This is an optimization exercise on Yosys and OpenROAD, whose aim is small area and a short achievable clock period, not a production implementation. Function was checked by simulation only, so behaviour that the tests miss may differ from the original. No activity file was given, so power comes from the tool's default toggle rates.

## flow/design.v (module list and top-level ports; edited modules follow where they fit)
// module inst_decode: 72 lines
// module reg_file: 53 lines
// module read_port: 89 lines
// module a222oi_cell: 11 lines
// module a221oi_cell: 10 lines
// module a22oi_cell: 9 lines
// module alu: 158 lines
// module dotp_unit: 1676 lines
// module add32: 259 lines
// module xor2_cell: 7 lines
// module fa_cell: 10 lines
// module mux2_cell: 8 lines
// module mux2i_cell: 8 lines
// module xnor2_cell: 7 lines
// module a21oi_cell: 8 lines
// module o21ai_cell: 8 lines
// module nand2_cell: 7 lines
// module nor2_cell: 7 lines
// module a221o_cell: 10 lines
// module a21o_cell: 8 lines
// module exec_stage: 111 lines
// module core_top: 61 lines
module core_top (
	input wire clk,
	input wire res,
	input wire inst_valid,
	input wire [core_pkg::xlen-1:0] inst_code,
	output logic wb_valid,
	output logic [core_pkg::reg_idx_w-1:0] wb_reg,
	output logic [core_pkg::xlen-1:0] wb_data,
	output logic wb_sat
);
  // ...
==> flow/run.sh <==
#!/bin/bash
# synth_recipe.tcl (not shown) runs the flow's synth.tcl, then flattens the netlist and writes it again
# the make line also repeats each setting of config.mk as NAME=value (left out here)
make -C /OpenROAD-flow-scripts/flow DESIGN_CONFIG=/design/flow/config.mk WORK_HOME=/design/flow/orfs CLKGATE_MAP_FILE= SYNTH_SCRIPT=/design/flow/synth_recipe.tcl finish
==> flow/config.mk <==
export PLATFORM = sky130hd
export DESIGN_NAME = core_top
export DESIGN_NICKNAME = core_top
export VERILOG_FILES = /design/flow/design.v
export SDC_FILE = /design/flow/constraint.sdc
export NUM_CORES = 4
export LEC_CHECK = 0
export CAP_MARGIN = 20
export CORE_MARGIN = 2
export CORE_UTILIZATION = 55
export CTS_BUF_LIST = sky130_fd_sc_hd__clkbuf_16
export CTS_CLUSTER_DIAMETER = 80
export CTS_CLUSTER_SIZE = 24
export PLACE_DENSITY = 0.7
export SETUP_SLACK_MARGIN = 5
export SLEW_MARGIN = 20
export SYNTH_HIERARCHICAL = 1
export SYNTH_MINIMUM_KEEP_SIZE = 0
==> flow/constraint.sdc <==
create_clock -name core_clock -period 11.0 [get_ports {clk}]
set_input_delay 2.2000 -clock core_clock [delete_from_list [all_inputs] [get_ports {clk}]]
set_output_delay 2.2000 -clock core_clock [all_outputs]
set_load 0.01 [all_outputs]
==> impl_metrics.toml, run 1 <==
[sta]
worst_pin_slew_ns = 1.14
setup_viol = 0
fin_setup_tns_ns = 0
fin_hold_ws_ns = 0.411
post-route-min-period_ns = 5.73

[floorplan]
die_h_um = 341
core-area_um2 = 112000
num_tap_cells = 1500

[global_routing]
overflow = 0
grt_use_met2_pct = 62.5
grt_use_met1_pct = 49.7
grt_max_degree = 42

[min_path]
worstHoldEndpoint = "exec_stage_inst.wb_reg[0]"
hold_path.class = "reg -> reg"

[clock_tree]
clockBufferDepth = 3
tritoncts = "yes"
clock_latency_ns = 0.69

[logic_synthesis]
syn_inst = 5279
ys.warnings.count = 12

[detailed_routing]
first_pass_iters = 17
highest_layer = "met5"

[critical_path]
reg2reg_from = "exec_stage_inst.ex_sh_n[1]"
cp_max_fo = 41
cp.depth = 12
r2r-end = "exec_stage_inst.ex_b[0]"
crit_slowest_cell = "o2111a_1"
critPathMaxStageDelay_ns = 0.61

[status]
status = "timing/DRC/antenna clean"

[finish]
multi_input_area_share_pct = 42.8
multiInputGateArea_um2 = 29100
largest_reg_flops = 992
seq_share_pct = 48.5
area_growth_pct = 8.99
drive_gt1_share_pct = 10.4

[pwr]
p_leak_nw = 23.1
switching_share_pct = 25.6
clkPwrFrac_pct = 27.9

[placed_design]
port_buffers = 73
==> module alu, before the edit <==
module alu (
	input wire [core_pkg::xlen-1:0] a,
	input wire [core_pkg::xlen-1:0] b,
	input wire core_pkg::alu_op_t op,
	input wire use_sub,
	input wire left,
	input wire [4:0] sh_n,
	output logic [17:0] dot,
	output logic dot_en,
	output logic [core_pkg::xlen-1:0] other,
	output logic sat
);
	logic [4:0] sh;
	logic [4:0] rot_amt;
	logic [5:0][31:0] rot_n;
	logic [31:0] rot;
	logic [31:0] therm;
	logic [31:0] mask;
	logic fill;
	logic [31:0] shifted;
	logic [31:0] sum;
	logic [31:0] p;
	logic [3:0] a_bnz, b_bnz;
	logic a_nz, b_nz, a_pos, b_pos, both_pos, both_neg;
	logic eq;
	logic lt;
	logic bit0;
	logic dot_nz;
	logic is_add, is_sub, is_slt, is_sle, is_xor, is_lor, is_land;
	logic is_sll, is_srl, is_sra, is_rot, is_li, is_dot;
	logic [core_pkg::xlen-1:0] raw;
	logic raw_nz;
	logic sat_up;
	logic sat_dn;
	logic is_arith, msb_other, up_arith, dn_arith, up_other, dn_other, keep;
	logic keep_if_neg, keep_if_pos;
	assign is_add = op == core_pkg::alu_add;
	assign is_sub = op == core_pkg::alu_sub;
	assign is_slt = op == core_pkg::alu_slt;
	assign is_sle = op == core_pkg::alu_sle;
	assign is_xor = op == core_pkg::alu_xor;
	assign is_lor = op == core_pkg::alu_lor;
	assign is_land = op == core_pkg::alu_land;
	assign is_sll = op == core_pkg::alu_sll;
	assign is_srl = op == core_pkg::alu_srl;
	assign is_sra = op == core_pkg::alu_sra;
	assign is_rot = op == core_pkg::alu_rotcw || op == core_pkg::alu_rotacw;
	assign is_li = op == core_pkg::alu_li;
	assign is_dot = op == core_pkg::alu_dotp;
	assign sh = ~sh_n;
	assign rot_amt = left ? sh_n + 5'd1 : sh;  
	assign rot_n[0] = a;
	for (genvar k = 0; k < 5; k++)
	begin : g_rot
		for (genvar i = 0; i < 32; i++)
		begin : g_bit
			mux2i_cell u_mux (
				.s(rot_amt[k]),
				.a0(rot_n[k][i]),
				.a1(rot_n[k][(i + (1 << k)) % 32]),
				.y(rot_n[k+1][i])
			);
		end
	end
	assign rot = ~rot_n[5];
	always_comb
		for (int k = 0; k < 32; k++)
			therm[k] = (5'(k) >= sh);
	always_comb
		for (int k = 0; k < 32; k++)
			mask[k] = is_rot || (is_sll ? therm[k] : therm[31-k]);
	assign fill = is_sra && a[31];
	assign shifted = (rot & mask) | ({32{fill}} & ~mask);
	add32 add_inst (
		.a(a),
		.b(b),
		.sub(use_sub),
		.p(p),
		.y(sum)
	);
	assign eq = &p;
	assign lt = (a[31] != b[31]) ? a[31] : sum[31];
	always_comb
		for (int k = 0; k < 4; k++)
		begin
			a_bnz[k] = a[8*k +: 8] != '0;
			b_bnz[k] = b[8*k +: 8] != '0;
		end
	assign a_nz = |a_bnz;
	assign b_nz = |b_bnz;
	assign a_pos = !a[31] && a_nz;
	assign b_pos = !b[31] && b_nz;
	assign both_pos = a_pos && b_pos;
	assign both_neg = a[31] && b[31];
	assign dot_nz = |(a_bnz & b_bnz);
	dotp_unit dotp_inst (
		.a(a),
		.b(b),
		.y(dot)
	);
	always_comb
	begin
		bit0 = 1'b0;
		if (is_slt)
			bit0 = lt;
		if (is_sle)
			bit0 = lt || eq;
		if (is_lor)
			bit0 = a_nz || b_nz;
		if (is_land)
			bit0 = a_nz && b_nz;
	end
	assign raw = ({32{is_add || is_sub}} & sum)
		| ({32{is_xor}} & p)
		| ({32{is_sll || is_srl || is_sra || is_rot}} & shifted)
		| ({32{is_li}} & b)
		| {31'd0, bit0};
	always_comb
	begin
		raw_nz = 1'b0;
		if (is_add)
			raw_nz = !(a[30:0] == '0 && b[30:0] == '0);
		if (is_sub)
			raw_nz = !eq;
		if (is_xor)
			raw_nz = p != '0;
		if (is_slt || is_sle || is_lor || is_land)
			raw_nz = bit0;
		if (is_rot)
			raw_nz = a_nz;
		if (is_sll || is_srl || is_sra)
			raw_nz = shifted != '0;
		if (is_li)
			raw_nz = b_nz;
		if (is_dot)
			raw_nz = dot_nz;
	end
	assign is_arith = is_add || is_sub;
	assign msb_other = (is_xor && p[31]) || (is_li && b[31])
		|| ((is_sll || is_srl || is_sra || is_rot) && shifted[31]);
	assign up_arith = both_pos && is_arith;
	assign dn_arith = both_neg && raw_nz && is_arith;
	assign up_other = both_pos && msb_other;
	assign dn_other = both_neg && raw_nz && !is_arith && !msb_other;
	assign keep_if_neg = !(up_arith || up_other || dn_other);
	assign keep_if_pos = !(dn_arith || up_other || dn_other);
	a21o_cell u_sat_up (.a1(sum[31]), .a2(up_arith), .b1(up_other), .y(sat_up));
	assign sat_dn = (dn_arith && !sum[31]) || dn_other;
	mux2_cell u_keep (.s(sum[31]), .a0(keep_if_pos), .a1(keep_if_neg), .y(keep));
	for (genvar i = 1; i < 31; i++)
	begin : g_other
		a21o_cell u_other (.a1(raw[i]), .a2(keep), .b1(sat_up), .y(other[i]));
	end
	assign other[0] = raw[0] || !keep;
	assign other[31] = (raw[31] && keep) || sat_dn;
	assign dot_en = is_dot && !sat_dn;
	assign sat = sat_up || sat_dn;
endmodule
==> inputs of run 2 (changes only) <==
--- a/flow/design.v
+++ b/flow/design.v
@@ -301,2 +301,4 @@
 	logic [31:0] therm;
+	logic [31:0] therm_r;
+	logic shift_msb, shift_nz;
 	logic [31:0] mask;
@@ -354,5 +356,10 @@
 		for (int k = 0; k < 32; k++)
-			mask[k] = is_rot || (is_sll ? therm[k] : therm[31-k]);
+			therm_r[k] = therm[31-k];
+	always_comb
+		for (int k = 0; k < 32; k++)
+			mask[k] = is_rot || (is_sll ? therm[k] : therm_r[k]);
 	assign fill = is_sra && a[31];
 	assign shifted = (rot & mask) | ({32{fill}} & ~mask);
+	assign shift_msb = (is_sll || is_srl || is_sra || is_rot) && shifted[31];
+	assign shift_nz = is_sll ? |(a & therm_r) : (is_srl ? a_nz : 1'b1);
 	add32 add_inst (
@@ -415,3 +422,3 @@
 		if (is_sll || is_srl || is_sra)
-			raw_nz = shifted != '0;
+			raw_nz = shift_nz;
 		if (is_li)
@@ -422,4 +429,3 @@
 	assign is_arith = is_add || is_sub;
-	assign msb_other = (is_xor && p[31]) || (is_li && b[31])
-		|| ((is_sll || is_srl || is_sra || is_rot) && shifted[31]);
+	assign msb_other = (is_xor && p[31]) || (is_li && b[31]) || shift_msb;
 	assign up_arith = both_pos && is_arith;
@@ -439,3 +445,3 @@
 	assign other[31] = (raw[31] && keep) || sat_dn;
-	assign dot_en = is_dot && !sat_dn;
+	assign dot_en = is_dot && !dn_other;  
 	assign sat = sat_up || sat_dn;
==> run 2 against run 1 <==
- die area grew 0.40%
- flip-flop and latch count is the same
- critical path depth grew 3
- clock power is essentially flat
- synthesized cell count grew 0.93%
- worst setup slack lost 0.13 ns
==> impl_metrics.toml, run 2 <==
[placed_design]
gp_congestion = 0.983
port_buffers = 73
hpwl_mm = 153
place_inst = 6882

[finish]
fill_cells = 8932
fin_nets = 5497
area_growth_pct = 8.53
regArea_um2 = 33000
multiInputGateArea_um2 = 29100
regMostFlops = "reg_file_inst.regs"
drive_gt1_share_pct = 9.86
fin_cells = 6971
largest_reg_flops = 992
final_common_cell = "edfxtp_1"
most-common-layout-cells = "edfxtp_1, nand2_1, a222oi_1, xnor2_1, o21ai_1"

[critical_path]
crit_family = "compound AO/OA/AOI/OAI gates"
crit_type = "in -> reg"
worstSetupEndpointType = "flip-flop"
critPathMaxStageDelay_ns = 0.85
start_kind = "primary input"
reg2reg_from = "exec_stage_inst.ex_sub"
cp.required_ns = 11.57
critPathBufInv = 4
crit_arrival_ns = 6.42
crit_start = "inst_code[5]"
reg2reg_slack_ns = 5.32
ff2ff_path_depth = 22
crit_slowest_cell = "a222oi_1"
cp_max_fo = 32
cp.depth = 15
path_cells = "clkdlybuf4s50_1, inv_1, buf_4, nand2b_1, nor3_1, nand3_1, a31oi_4, buf_4, a222oi_1, nand4_1, nor2_1, nand4_1, a21o_1, a21boi_1, a221o_1"

[logic_synthesis]
syn_area_um2 = 62700
avgSynthCellArea_um2 = 11.8
synthesis.nets = 5383
ys.warnings.count = 12
syn_inst = 5328

[sta]
fin_worst_skew_ns = 0.0296
post-route-min-period_ns = 5.85
final_max_slew_viol_count = 0
setup_viol = 0
worst_pin_slew_ns = 1.33
max_freq_mhz = 171
hold_violations = 0
rsz0062_at_grt = "false"
fin_hold_ws_ns = 0.402
finalCritPeriodShare_pct = 53.2
relSlewSlack_pct = 11.6
fin_setup_tns_ns = 0

[clock_tree]
clockBufferDepth = 3
cts-buffers-inserted = 55
path_clk_slew_ns = 0.09
clock_latency_ns = 0.70
cts_root_buf = "clkbuf_16"
cts_htree_levels = 2
tritoncts = "yes"
hold_buffers = 0
clock-sinks = 1143

[floorplan]
fp.dieW_um = 342
die_h_um = 342
core-area_um2 = 113000
rows = 123
pin_count = 74
die-area_um2 = 117000
initial_core_util_pct = 55.6

[detailed_routing]
routedWlPerCell_um = 35.5
drt_iter0_markers = 13200
first_pass_iters = 17
routed_via_density = 7.78
vias = 54300
drc = 0
detail-route-antenna-nets = 0
wl_mm = 248

[global_routing]
antenna_found_initial = 11
grt_use_met2_pct = 62.5
grt_use_met3_pct = 12.5
grt_pass1_wl_mm = 350
grt_max_degree = 38
grt_use_met1_pct = 50.2
top_usage_layer = "met2"
grt_pass1_vias = 51100
grt.total_usage_pct = 41.0
overflow = 0

[status]
status = "timing/DRC/antenna clean"

[flow_run]
cap_violations = 0

[pwr]
ir_drop_mv = 0.152
p_per_area_nw_per_um2 = 121
p_total_mw = 8.20
p_leak_nw = 23.1

[min_path]
holdCritStartpoint = "exec_stage_inst.ex_rd[2]"
hold_depth = 0
hold_path.class = "reg -> reg"
==> run 2: changes by cell type in the layout (fill, tap and decap cells not counted), moves of 8 or more <==
cell | previous run | this run
o21ai_1 | 247 | 287
xor2_4 | 9 | 0
mux2_1 | 4 | 23
xor2_1 | 84 | 100
nor2_1 | 144 | 157
a21oi_1 | 46 | 73
buf_4 | 192 | 200
xor2_2 | 24 | 16
nand2_1 | 782 | 791
dfxtp_2 | 31 | 18
dfxtp_1 | 86 | 99
o21ai_0 | 54 | 24
mux2_2 | 17 | 9
==> run 2: power breakdown <==
part,switching [mW],total [mW],internal (mW),leakage (nW)
sequential,0.0436,4.89,4.85,10.3
clock,1.35,2.29,0.933,0.832
combinational,0.729,1.03,0.297,11.9
==> run 2: layer usage <==
metal	part of all wire, %	vias up	wire [µm]
met5	0.039	-	97
met4	8.4	14	20800
met3	15	1268	38100
met2	43	4973	107000
met1	33	25800	81800
li1	-	22200	-
==> run 2: through the flow <==
stage | area (µm²) | worst slack, ns | util (%)
after floorplan | 62700 | 5.01 | -
after global placement | 66200 | 4.89 | 58.7
after detailed placement | 66200 | 4.89 | 58.7
after CTS | 67800 | 5.02 | 60.1
after global routing | 68000 | 5.02 | 60.3
final | 68000 | 5.15 | 60.3
==> run 2: cell type report <==
| cell class | instances | share of cell area [%] |
|---|---|---|
| sequential | 1143 | 48.5 |
| multi-input combinational | 3904 | 42.7 |
| timing repair buffer | 274 | 3.31 |
| tap | 1500 | 2.76 |
| clock buffer | 56 | 2.06 |
| inverter | 64 | 0.353 |
| clock inverter | 26 | 0.248 |
| antenna | 4 | 0.0147 |
==> run 2: final timing paths <==
kind,endpoint
worst min register to register,exec_stage_inst.wb_reg[2]
worst min-delay path,exec_stage_inst.wb_reg[2]
worst max register to register,exec_stage_inst.ex_a[11]
worst max-delay path,exec_stage_inst.ex_b[1]
max in group asynchronous,reg_file_inst.written[22]
min in group asynchronous,reg_file_inst.written[6]
==> run 2: what timing repair did <==
item	4_1_cts	5_1_grt
setup buffers	0	2
setup endpoints to repair	0	63
resized for setup	0	40

-- afterwards: timing with drivers on the ports --
The flow's constraints put no driver on any port. The routed layouts listed below were extracted and timed again, unchanged, in two steps. Step 1, drivers: a clkbuf_16 drives clk and a buf_2 each remaining input, both assumed. Step 2 adds t to the input delays and takes it off the output delays; t is the mean of the earliest and latest rising clock arrival at the registers after step 1. Input paths then give back, and output paths get back, about the clock's delay inside the block. Slacks: no drivers / after step 1 / after step 2; pairs: no drivers / after step 1.
run	t (ns)	setup slack, ns	worst register clock-pin slew, ns
run 1	0.749	5.273 / 5.307 / 4.576	0.10 / 0.10
run 2	0.754	5.146 / 5.196 / 4.442	0.10 / 0.10
After both steps setup and hold are still met in every run listed. The setup slack of run 2, which loses most, moves by +0.050 ns with the drivers and by -0.704 ns with both steps.
